Source: an optimization exercise on an open RTL-to-GDS flow (aim: a short achievable clock period and few clock cycles). Production flows keep margins and buffers that such runs may drop.
Function was checked by simulation only, so behaviour that the tests miss may differ from the original.
The flow treats the clock pin as an ideal source, which a real chip does not have.
Power figures rest on the tool's default switching activity, not on a simulated workload.

the previous run:
## data_cache_wb
module data_cache_wb (
  input  logic        clk,
  input  logic        rst,
  input  logic [31:0] addressIn,
  input  logic [31:0] dataIn,
  input  logic [3:0]  byteEn,
  input  logic        loadMemory,
  input  logic        storeMemory,
  output logic [31:0] dataOut,
  output logic        hit,
  output logic        stall,
  output logic        mem_req,
  output logic        mem_we,
  output logic [31:0] mem_addr,
  output logic [31:0] mem_wdata,
  input  logic        mem_ack,
  input  logic [31:0] mem_rdata
);
  logic        req, is_st, is_ld;
  logic [1:0]  word;
  logic [2:0]  idx;
  logic [24:0] tg;
  assign req   = loadMemory | storeMemory;
  assign is_st = storeMemory;
  assign is_ld = loadMemory & ~storeMemory;
  assign word  = addressIn[3:2];
  assign idx   = addressIn[6:4];
  assign tg    = addressIn[31:7];
  function automatic logic [31:0] merge(input logic [31:0] old, input logic [31:0] nw,
                                        input logic [3:0] be);
    for (int b = 0; b < 4; b++) merge[b*8 +: 8] = be[b] ? nw[b*8 +: 8] : old[b*8 +: 8];
  endfunction
  ...
For scale: ~3700 flip-flops, roughly 210 I/O pins, ~0.20 mm² of cells after synthesis.
Settings: LEC_CHECK=0, CAP_MARGIN=20, CORE_MARGIN=2, CORE_UTILIZATION=30, PLACE_DENSITY=0.42, SETUP_SLACK_MARGIN=3.6, SLEW_MARGIN=20, TNS_END_PERCENT=5; clock period 6.8 ns.
standard.sh (not shown) runs the stock make flow with config.mk's settings and CLKGATE_MAP_FILE= SYNTH_SCRIPT=/design/flow/synth_recipe.tcl, a recipe that flattens the netlist after the stock synthesis.
==> flow/flow/run.sh <==
#!/bin/bash
# The standard layout (standard.sh: the standard synthesis, then ORFS), with
# two changes:
#  - the buffers ORFS puts on the ports are plain buf_6 cells rather than the
#    cell buffer_ports picks by default (a clkdlybuf4s50 delay cell);
#  - after clock tree synthesis, one more setup repair pass (repair.tcl) on the
#    placed design, before global routing.
# ORFS writes each step's full log under orfs/logs/; make's output and the extra
# pass's log are kept here.
set -euo pipefail
export BUFFER_PORTS_ARGS="-buffer_cell sky130_fd_sc_hd__buf_6"
bash standard.sh cts > flow_make_cts.log 2>&1
openroad -no_init -exit flow/repair.tcl > flow_repair.log 2>&1
bash standard.sh > flow_make.log 2>&1
==> flow/flow/repair.tcl <==
# One more setup repair pass on the design after clock tree synthesis, with the
# same parasitics estimate, don't-use list and propagated clock as ORFS's own.
set res orfs/results/sky130hd/data_cache_wb/base
read_liberty $::env(FLOW_HOME)/platforms/sky130hd/lib/sky130_fd_sc_hd__tt_025C_1v80.lib
read_db $res/4_cts.odb
read_sdc $res/4_cts.sdc
source $::env(FLOW_HOME)/platforms/sky130hd/setRC.tcl
set_propagated_clock [all_clocks]
set_dont_use [get_lib_cells {sky130_fd_sc_hd__probe_p_8 sky130_fd_sc_hd__probec_p_8 sky130_fd_sc_hd__lpflow_*}]
estimate_parasitics -placement
report_worst_slack
repair_timing -setup -setup_margin 3.6 -repair_tns 100 -match_cell_footprint \
  -sequence "sizeup,swap,buffer,clone,split" -verbose
detailed_placement
check_placement -verbose
estimate_parasitics -placement
report_worst_slack
write_db $res/4_cts.odb
The previous run did not stop at any stage, and its layout met the timing, design-rule and antenna checks.
Testbench counts of the previous run, summed over its fixed seeds: cycles 162,907.
### the previous run -> the current run
diff --git a/flow/design.v b/flow/design.v
--- a/flow/design.v
+++ b/flow/design.v
@@ -104,18 +104,19 @@
   logic [1:0]  r_word;
   logic [2:0]  r_idx;
   logic [24:0] r_tg;
   logic [31:0] r_din;
   logic [3:0]  r_be;
   logic [1:0]  r_m;                
   logic        al_q, alf_q;        
   logic        rdy_q, fwd_q;
   logic        cst_q, cstl_q;      
+  logic        hc_q, hd_q;         
   logic [3:0]  fwdb_q;             
   logic [31:0] dout_q;
   logic [15:0] tmatch;
   always_comb begin
     for (int i = 0; i < 16; i++) tmatch[i] = valid_q[i] & (tag_q[i] == tg);
   end
   logic [1:0] m, isq, ise, ok, fme, fmq;
   logic       lk_hit, lk_fme, lk_fmq, lk_miss;
   always_comb begin
@@ -173,19 +174,20 @@
       vtag_q[s] <= vtag[s];
       vw0_q[s]  <= vw0[s];
     end
   end
   logic free_now, room, cmpl, done, nd, fast, alloc, a_way, a_e, a_q;
   assign free_now = ~busy_q | (mem_ack & last_q);    
   assign room     = room_q | (mem_ack & last_q);      
   assign cmpl     = rdy_q | (fwd_q & mem_ack) | (is_st & (cst_q | (mem_ack & cstl_q)));
   assign stall    = ~cmpl;
-  assign hit      = req & cmpl;
+  assign hit      = (loadMemory & rdy_q) | (is_st & hc_q) |
+                    (mem_ack & ((loadMemory & fwd_q) | (is_st & hd_q)));
   always_comb begin
     for (int b = 0; b < 4; b++)
       dataOut[b*8 +: 8] = fwdb_q[b] ? mem_rdata[b*8 +: 8] : dout_q[b*8 +: 8];
   end
   assign done  = req & cmpl & ~rst;
   assign nd    = req & ~cmpl & ~rst;
   assign fast  = req & ~rv_q & ~rst & lk_miss & free_now & ~qv_q;
   assign alloc = rv_q & ~rst & r_miss & ~al_q & room;
   assign a_way = vs_q[r_idx];
@@ -256,19 +258,20 @@
           eovd_n[p] = merge(eovd_q[p], r_din, r_be);
         end
       end
     end
   end
   logic room_d, last_d;
   assign room_d = ~busy_d | ~(a_q | (qv_q & ~free_now));
   assign last_d = ~free_now & (last_q | (rf_ack & (beat_q == 2'd2)));
   logic [31:0] rf_word;
-  assign rf_word = merge(mem_rdata, eovd_q[0], eovm_q[0]);
+  assign rf_word = merge(merge(mem_rdata, eovd_q[0], eovm_q[0]), r_din,
+                         (st_fme & ~wbph_q & (beat_q == r_word)) ? r_be : 4'b0000);
   always_ff @(posedge clk) begin
     if (rst) begin
       busy_q   <= 1'b0;
       wbph_q   <= 1'b0;
       last_q   <= 1'b0;
       room_q   <= 1'b1;
       wbload_q <= 1'b0;
       rf_boh_q <= 4'b0000;
     end else begin
@@ -369,27 +372,32 @@
   assign fwd_d   = nd & is_ld & fm_next & e_next_rf & (beat_d == word);
   always_ff @(posedge clk) begin
     if (rst) begin
       rv_q   <= 1'b0;
       al_q   <= 1'b0;
       alf_q  <= 1'b0;
       rdy_q  <= 1'b0;
       cst_q  <= 1'b0;
       cstl_q <= 1'b0;
+      hc_q   <= 1'b0;
+      hd_q   <= 1'b0;
       fwd_q  <= 1'b0;
       fwdb_q <= 4'b0000;
     end else begin
       rv_q   <= nd;
       al_q   <= nd & (al_q | alloc | fast);
       alf_q  <= nd & fast;
       rdy_q  <= nd & is_ld & lk_hit & (guess == m[1]) & ~ovl_cand;
       cst_q  <= nd & is_st & (lk_hit | lk_fme | lk_fmq | fast | room_d);
       cstl_q <= nd & is_st & last_d;
+      hc_q   <= (nd & is_ld & lk_hit & (guess == m[1]) & ~ovl_cand) |
+                (nd & is_st & (lk_hit | lk_fme | lk_fmq | fast | room_d));
+      hd_q   <= fwd_d | (nd & is_st & last_d);
       fwd_q  <= fwd_d;
       fwdb_q <= fwd_d ? ~eovm_n[0] : 4'b0000;
     end
     r_st   <= is_st;
     r_word <= word;
     r_idx  <= idx;
     r_tg   <= tg;
     r_din  <= dataIn;
     r_be   <= byteEn;
@@ -430,23 +438,21 @@
     end
     rd_w0 = idx[2] ? ld[0][1] : ld[0][0];
     rd_w1 = idx[2] ? ld[1][1] : ld[1][0];
   end
   always_ff @(posedge clk) begin
     for (int b = 0; b < 4; b++)
       dout_q[b*8 +: 8] <= (ovl_cand & eovm_n[0][b]) ? eovd_n[0][b*8 +: 8] : (guess ? rd_w1[b*8 +: 8] : rd_w0[b*8 +: 8]);
   end
   logic [5:0] st_e;
-  logic       st_we;
-  assign st_e  = {r_idx, r_way, r_word};
-  assign st_we = st_hit | (st_fme & rf_ack & (beat_q == r_word));
+  assign st_e = {r_idx, r_way, r_word};
   always_ff @(posedge clk) begin
     for (int e = 0; e < 64; e++) begin
       for (int b = 0; b < 4; b++) begin
-        if (st_we && r_be[b] && st_e == 6'(e))
-          data_q[e][b*8 +: 8] <= r_din[b*8 +: 8];
-        else if (mem_ack && rf_lsel_q[e >> 2] && rf_boh_q[e & 3])
+        if (mem_ack && rf_lsel_q[e >> 2] && rf_boh_q[e & 3])
           data_q[e][b*8 +: 8] <= rf_word[b*8 +: 8];
+        else if (st_hit && r_be[b] && st_e == 6'(e))
+          data_q[e][b*8 +: 8] <= r_din[b*8 +: 8];
       end
     end
   end
 endmodule
Results
- Summary of the comparison: combinational power share is lower in the current run, relative to the previous run.
- For the previous run, the leading cell type in the layout, fill and taps excluded was edfxtp_1, unlike the current run, where it was nand2_1.
- Comparing the previous run and the current run, the higher hold slack is on the current run.
- The clock sink count on the previous run is in line with that on the current run.
- Taking the previous run as the reference, in the current run sequential power neither gained nor lost much, sequential fraction of design power went up 0.9 points, simple-gate area share of the yosys netlist higher, detail-routed via count per cell higher, row count decreased 6.
- The current run vs the previous run, peak supply drop went down by about 2.7%.
- Per the comparison of the current run with the previous run, non-clock buffer count saw an increase, number of endpoints failing setup at the final stage saw little to no change.
- Of the previous run and the current run, the run reporting the lower mux cell area share after synthesis was the current run.
- Higher setup slack among the previous run and the current run: the current run
- Cell count: the current run higher than the previous run
Testbench counts of the current run, summed over its fixed seeds: cycles 162,907.

==> what the ideal ports hide <==
Ports are ideal in the flow. The routed layouts listed here were re-timed in OpenROAD.
Step 1 sets driving cells, clkbuf_16 on the clock port and buf_2 on the other inputs (assumed; they add their load-dependent delay and slew).
Step 2 adds t to the input delays and takes it off the output delays; t is the mean of the earliest and latest rising clock arrival at the registers after step 1. Input paths then give back, and output paths get back, about the clock's delay inside the block.
Slacks: no drivers / after step 1 / after step 2; pairs: no drivers / after step 1.
run | shift t [ns] | setup slack, ns | hold WS [ns] | latest minus earliest clock arrival (ns) | cell pins on the clock port's net
the previous run | 1.259 | 2.888 / 2.888 / 1.952 | 0.283 / 0.191 / 0.489 | 0.184 / 0.184 | 1
the current run | 1.280 | 3.133 / 2.707 / 1.428 | 0.302 / 0.203 / 0.491 | 0.133 / 0.133 | 1
After both steps every run listed still meets setup and hold. For the current run, which loses most, drivers alone change the setup slack by -0.426 ns; drivers and shift together by -1.705 ns.
